Source: an optimization exercise on an open RTL-to-GDS flow (aim: small area, a short achievable clock period and few clock cycles per item). Production flows keep margins and buffers that such runs may drop. In this exercise RTL edits were held to simulation tests only and were not proved equivalent to the original.

--- flow/config.mk ---
export PLATFORM = sky130hd
export DESIGN_NAME = sign_magnitude_alu
export DESIGN_NICKNAME = sign_magnitude_alu
export VERILOG_FILES = /design/flow/design.v
export SDC_FILE = /design/flow/constraint.sdc
export NUM_CORES = 4
export LEC_CHECK = 0
export CAP_MARGIN = 20
export CORE_MARGIN = 2
export CORE_UTILIZATION = 40
export SLEW_MARGIN = 20
--- flow/design.v ---
`default_nettype none
package smalu_pkg;
   localparam int MagWidth   = 32;
   localparam int ShiftBits  = $clog2(MagWidth);
   localparam int OpWidth    = 4;
   localparam logic [MagWidth-1:0] MagLimit = MagWidth'(MagWidth);
   localparam logic [OpWidth-1:0] OpAdd  = 4'd0;
   localparam logic [OpWidth-1:0] OpSub  = 4'd1;
   localparam logic [OpWidth-1:0] OpMul  = 4'd2;
   localparam logic [OpWidth-1:0] OpAnd  = 4'd3;
   localparam logic [OpWidth-1:0] OpOr   = 4'd4;
   localparam logic [OpWidth-1:0] OpXor  = 4'd5;
   localparam logic [OpWidth-1:0] OpShl  = 4'd6;
   localparam logic [OpWidth-1:0] OpShr  = 4'd7;
   localparam logic [OpWidth-1:0] OpNot  = 4'd8;
   localparam logic [OpWidth-1:0] OpNeg  = 4'd9;
   localparam logic [OpWidth-1:0] OpPass = 4'd10;
   localparam logic [OpWidth-1:0] OpInc  = 4'd11;
   localparam logic [OpWidth-1:0] OpDec  = 4'd12;
   localparam logic [OpWidth-1:0] OpCmp  = 4'd13;
   typedef struct packed {
      logic [OpWidth-1:0]  op;
      logic                a_sign;
      logic [MagWidth-1:0] a_mag;
      logic                b_sign;
      logic [MagWidth-1:0] b_mag;
   } req_type;
   typedef struct packed {
      logic                result_sign;
      logic [MagWidth-1:0] result_mag;
      logic                overflow;
      logic                less;
      logic                equal;
      logic                greater;
   } rsp_type;
endpackage
`default_nettype wire
`default_nettype none
module smalu_core (
   input  smalu_pkg::req_type req,
   output smalu_pkg::rsp_type rsp
);
   localparam int W = smalu_pkg::MagWidth;
   logic [smalu_pkg::OpWidth-1:0] op;
   logic          as, bs;
   logic [W-1:0]  am, bm;
   logic          add_bs;
   logic [W-1:0]  add_bm;
   logic [W:0]    add_sum;
   logic [W-1:0]  diff_ab, diff_ba;
   logic          a_ge_b;
   logic          add_rs, add_ov;
   logic [W-1:0]  add_rm;
   logic [2*W-1:0] prod;
   logic [2*W-1:0] shl_wide;
   logic           shift_big;
   logic          a_zero, b_zero, as_n, bs_n;
   logic          a_gt_mag;
   logic          lt, eq, gt;
   logic          rs, ov;
   logic [W-1:0]  rm;
   assign op = req.op;
   assign as = req.a_sign;
   assign am = req.a_mag;
   assign bs = req.b_sign;
   assign bm = req.b_mag;
   always_comb begin
      unique case (op)
         smalu_pkg::OpSub: begin
            add_bs = ~bs;
            add_bm = bm;
         end
         smalu_pkg::OpInc: begin
            add_bs = 1'b0;
            add_bm = W'(1);
         end
         smalu_pkg::OpDec: begin
            add_bs = 1'b1;
            add_bm = W'(1);
         end
         default: begin
            add_bs = bs;
            add_bm = bm;
         end
      endcase
   end
   assign add_sum = {1'b0, am} + {1'b0, add_bm};
   assign diff_ab = am - add_bm;
   assign diff_ba = add_bm - am;
   assign a_ge_b  = (am >= add_bm);
   always_comb begin
      if (as == add_bs) begin
         add_rs = as;
         add_rm = add_sum[W-1:0];
         add_ov = add_sum[W];
      end else if (a_ge_b) begin
         add_rs = as;
         add_rm = diff_ab;
         add_ov = 1'b0;
      end else begin
         add_rs = add_bs;
         add_rm = diff_ba;
         add_ov = 1'b0;
      end
   end
   assign prod      = {{W{1'b0}}, am} * {{W{1'b0}}, bm};
   assign shift_big = (bm >= smalu_pkg::MagLimit);
   assign shl_wide  = {{W{1'b0}}, am} << bm[smalu_pkg::ShiftBits-1:0];
   assign a_zero   = (am == '0);
   assign b_zero   = (bm == '0);
   assign as_n     = as & ~a_zero;
   assign bs_n     = bs & ~b_zero;
   assign a_gt_mag = (am > bm);
   always_comb begin
      lt = 1'b0;
      eq = 1'b0;
      gt = 1'b0;
      if (as_n != bs_n) begin
         lt = as_n;
         gt = ~as_n;
      end else if (am == bm) begin
         eq = 1'b1;
      end else if (!as_n) begin
         gt = a_gt_mag;
         lt = ~a_gt_mag;
      end else begin
         lt = a_gt_mag;
         gt = ~a_gt_mag;
      end
   end
   always_comb begin
      rs = 1'b0;
      rm = '0;
      ov = 1'b0;
      unique case (op)
         smalu_pkg::OpAdd, smalu_pkg::OpSub, smalu_pkg::OpInc, smalu_pkg::OpDec: begin
            rs = add_rs;
            rm = add_rm;
            ov = add_ov;
         end
         smalu_pkg::OpMul: begin
            rs = as ^ bs;
            rm = prod[W-1:0];
            ov = |prod[2*W-1:W];
         end
         smalu_pkg::OpAnd: begin
            rs = as & bs;
            rm = am & bm;
         end
         smalu_pkg::OpOr: begin
            rs = as | bs;
            rm = am | bm;
         end
         smalu_pkg::OpXor: begin
            rs = as ^ bs;
            rm = am ^ bm;
         end
         smalu_pkg::OpShl: begin
            rs = as;
            if (shift_big) begin
               rm = '0;
               ov = ~a_zero;
            end else begin
               rm = shl_wide[W-1:0];
               ov = |shl_wide[2*W-1:W];
            end
         end
         smalu_pkg::OpShr: begin
            rs = as;
            rm = shift_big ? '0 : (am >> bm[smalu_pkg::ShiftBits-1:0]);
         end
         smalu_pkg::OpNot: begin
            rs = ~as;
            rm = ~am;
         end
         smalu_pkg::OpNeg: begin
            rs = ~as;
            rm = am;
         end
         smalu_pkg::OpPass: begin
            rs = as;
            rm = am;
         end
         smalu_pkg::OpCmp: begin
            rs = 1'b0;
         end
         default: begin
            rs = 1'b0;
         end
      endcase
   end
   always_comb begin
      rsp.result_sign = rs & (rm != '0);
      rsp.result_mag  = rm;
      rsp.overflow    = ov;
      rsp.less        = (op == smalu_pkg::OpCmp) & lt;
      rsp.equal       = (op == smalu_pkg::OpCmp) & eq;
      rsp.greater     = (op == smalu_pkg::OpCmp) & gt;
   end
endmodule
`default_nettype wire
`default_nettype none
module sign_magnitude_alu (
   input  wire         clock,
   input  wire         reset,
   input  wire         start,
   output logic        busy,
   input  wire  [69:0] req_item,
   output logic        rsp_strobe,
   output logic [36:0] rsp_item
);
   logic               req_valid_ff, req_valid_in;
   smalu_pkg::req_type req_ff;
   smalu_pkg::rsp_type rsp_ff, rsp_in;
   logic               rsp_valid_ff;
   assign busy         = 1'b0;
   assign req_valid_in = start & ~busy;
   always_ff @(posedge clock) begin
      if (reset) begin
         req_valid_ff <= 1'b0;
      end else begin
         req_valid_ff <= req_valid_in;
      end
      if (req_valid_in) begin
         req_ff <= smalu_pkg::req_type'(req_item);
      end
   end
   smalu_core u_core (
      .req (req_ff),
      .rsp (rsp_in)
   );
   always_ff @(posedge clock) begin
      if (reset) begin
         rsp_valid_ff <= 1'b0;
      end else begin
         rsp_valid_ff <= req_valid_ff;
      end
      rsp_ff <= rsp_in;
   end
   assign rsp_strobe = rsp_valid_ff;
   assign rsp_item   = rsp_ff;
endmodule
`default_nettype wire
--- flow/constraint.sdc ---
create_clock -name core_clock -period 11.0 [get_ports {clock}]
set_input_delay 2.2000 -clock core_clock [delete_from_list [all_inputs] [get_ports {clock}]]
set_output_delay 2.2000 -clock core_clock [all_outputs]
set_load 0.01 [all_outputs]
--- flow/run.sh ---
#!/bin/bash
# synth_recipe.tcl (not shown) runs the flow's synth.tcl, then flattens the netlist and writes it again
# the make line also repeats each setting of config.mk as NAME=value (left out here)
make -C /OpenROAD-flow-scripts/flow DESIGN_CONFIG=/design/flow/config.mk WORK_HOME=/design/flow/orfs CLKGATE_MAP_FILE= SYNTH_SCRIPT=/design/flow/synth_recipe.tcl finish
==> flow_summary.toml <==
[status]
status = "complete, no violations"

[placement]
io_buffers = 110
gp_congestion = 1.069
dp.cells = 6963
hpwl_mm = 162.2
place_area_um2 = 50040

[global_route]
use_met3 = 0.1123
grtUsageMet2 = 0.4876
grt_remaining_overflow = 0
grt_pass1_vias = 43450
grt_first_pass_wirelength_mm = 296.6
grt_max_degree = 57
grt_usage = 0.3364
grt.met1_usage = 0.4388
antenna_found_initial = 11
top_usage_layer = "met2"

[sta]
finalSetupTns_ns = 0
finalHoldViolCount = 0
setup_viol = 0
rsz0062_at_grt = "no"
min_period_ns = 10.52
finalCritPeriodShare = 0.9566
max_freq_ghz = 0.09503
worstMarginPinSlew_ns = 1.194
drv_slew = 0
slew_headroom = 0.2030
skew_ns = 0.01214

[logic_synthesis]
synthesis.area_um2 = 46960
synth_compound_area_frac = 0.1263
ys_seq_area_frac = 0.06139
yosys.cell_types.count = 95
avgSynthCellArea_um2 = 8.540
synth_top_area_share = 0.3832
synth_mux_area_frac = 0.03709
synth_nets = 6929
yosysMostFrequentCell = "fa_1"
yosysWarningCount = 2
synthTopCellsByCount = "fa_1 (899), inv_1 (816), nor2_1 (766), nand2_1 (643), ha_1 (458)"
synthFlopType = "edfxtp_1"
synth-xor-area-share = 0.01529
synth_simple_gate_area_frac = 0.1560
synth_top_family_by_area = "adder cells"
ys_ff_latch = 109
synth-async-reset-ratio = 0
synth_fa_ha_area_frac = 0.5053
synthCells = 5499
synth-edff-count = 70
synthTopCellsByArea = "fa_1 (38%), ha_1 (12%), inv_1 (6.5%), nor2_1 (6.1%), nand2_1 (5.1%)"
yosysTopAreaCell = "fa_1"

[cells_and_area]
drive_above_1_share = 0.05830
finalNonFillerCells = 6980
nNetsFinal = 6880
n_fill_cell = 11730
design_area_um2 = 50360
syn_to_final_growth_pct = 7.244
finish.utilization = 0.4328

[routing]
wl_mm = 203.2
via_count = 42580
viasPerCell = 6.100
drc = 0
dr.pass1.iters = 13
drt_iter0_drc = 5526
wire_per_inst_um = 29.11
ant_nets = 0

[worst_setup_path]
end_kind = "flop"
cp.arrival_ns = 10.83
worstPathRequired_ns = 11.31
cp_max_fo = 15
criticalPathCategory = "reg -> reg"
crit_path_start_kind = "flop"

[die]
ios = 112
fp.dieW_um = 346.6
dieArea_um2 = 120200
start_util = 0.4036
core_area_um2 = 116400
row_count = 125
dieHeight_um = 346.6

[clock_tree]
clock_path_buffers = 2
numCtsBuffers = 9
cts_tree = "done"
postCtsResizedCells = 0
h-tree-depth = 3
post-cts-setup-buffer-count = 0
postCtsHoldBufs = 0
cts_root_buf = "clkbuf_16"
clock_latency_ns = 0.41
cts_sinks = 109
path_clk_slew_ns = 0.09

[run]
maxCapViolations = 0

[worst_hold_path]
hp-class = "reg -> reg"
==> state kept, by name, summed over array words and instances, names as in the netlist <==
signal        flops
req_ff           70
rsp_ff           37
req_valid_ff      1
rsp_valid_ff      1
==> layout by cell type, fill, tap and decap left out, types with 50 or more instances in the layout <==
cell type,count
fa_1,899
inv_1,814
nor2_1,765
nand2_1,643
ha_1,458
a21oi_1,220
buf_4,195
o21ai_0,139
clkdlybuf4s50_1,109
mux2i_1,75
edfxtp_1,70
xnor2_1,61
o211ai_1,54
nand4_1,50
==> worst paths after layout <==
| kind | from | end | slack (ns) | cells after the start |
|---|---|---|---|---|
| worst max register to register | req_ff[14] | rsp_ff[3] | 0.48 | 26 |
| worst max-delay path | req_ff[14] | rsp_ff[3] | 0.48 | 26 |
| worst min register to register | req_valid_ff | rsp_valid_ff | 0.44 | 1 |
| worst min-delay path | req_valid_ff | rsp_valid_ff | 0.44 | 1 |
==> per-stage QoR <==
| stage | hold slack, ns | setup WS [ns] |
|---|---|---|
| 2_1_floorplan | 0.4138 | 1.619 |
| 6_report | 0.4415 | 0.4770 |
| 4_1_cts | 0.4414 | 0.7826 |
| 3_3_place_gp | 0.4190 | 0.4007 |
| 3_5_place_dp | 0.4204 | 0.7963 |
| 5_1_grt | 0.4593 | 0.4092 |
==> kinds of logic after synthesis <==
logic type | Yosys count
AO/OA/AOI/OAI | 872
XOR/XNOR | 82
adder cells (fa/ha/maj) | 1357
buffers and inverters | 1213
flip-flops | 109
multiplexers | 131
other | 1
AND/OR/NAND/NOR | 1734
==> area by class of cell <==
class | instances | area, µm² | share of cell area
Multi-Input combinational cell | 4177 | 39510 | 0.7845
Inverter | 849 | 3187 | 0.06328
Sequential cell | 109 | 2883 | 0.05724
Timing Repair Buffer | 304 | 2555 | 0.05073
Tap cell | 1524 | 1907 | 0.03786
Clock buffer | 9 | 225.2 | 0.004472
Clock inverter | 7 | 92.59 | 0.001838
Antenna cell | 1 | 2.502 | 0.00004969
==> layer usage <==
metal / vias to the layer above / part of all wire
met5: - / 0.00057
li1: 17710 / -
met1: 21450 / 0.39
met4: 18 / 0.070
met3: 678 / 0.12
met2: 2729 / 0.42
==> critical path, cell delays in order (launching register included) <==
cell and delay (ns):
edfxtp_1 0.49, clkinv_1 0.79, buf_4 0.54, nor2_1 0.18, fa_1 0.41, inv_1 0.09, fa_1 0.44, fa_1 0.56
fa_1 0.48, fa_1 0.57, fa_1 0.44, fa_1 0.47, fa_1 0.55, inv_1 0.05, ha_1 0.44, and4_1 0.28
nand3_1 0.19, nor3_1 0.63, o21ai_1 0.50, nand3_1 0.38, a21oi_1 0.17, o21bai_1 0.26, a21oi_1 0.12, xnor2_1 0.14
nor4_1 0.32, nand4_1 0.41, a221o_1 0.48
Testbench counts, summed over its fixed seeds: cycles 16,016, items 16,000.

==> static timing again, ports no longer ideal <==
In the flow no input, the clock included, has a driving cell. The finished layout below was timed again as built, in two steps. Step 1 (the two cells are an assumption about what drives the block):
set clk [get_ports {clock}]
set_driving_cell -lib_cell sky130_fd_sc_hd__clkbuf_16 $clk
set_driving_cell -lib_cell sky130_fd_sc_hd__buf_2 [delete_from_list [all_inputs] $clk]
Step 2 times the ports against the registers' clock, not the clock port: input delays grow and output delays shrink by t, the midpoint of the rising clock arrivals with the driver on. Slacks: no drivers / after step 1 / after step 2; pairs: no drivers / after step 1.
t, ns: 0.472
setup slack, ns: 0.477 / 0.477 / 0.477
worst data-port slew with drivers (ns): 0.07
After both steps setup and hold are still met in this run. For this run, drivers alone change the setup slack by 0.000 ns; drivers and shift together by 0.000 ns.
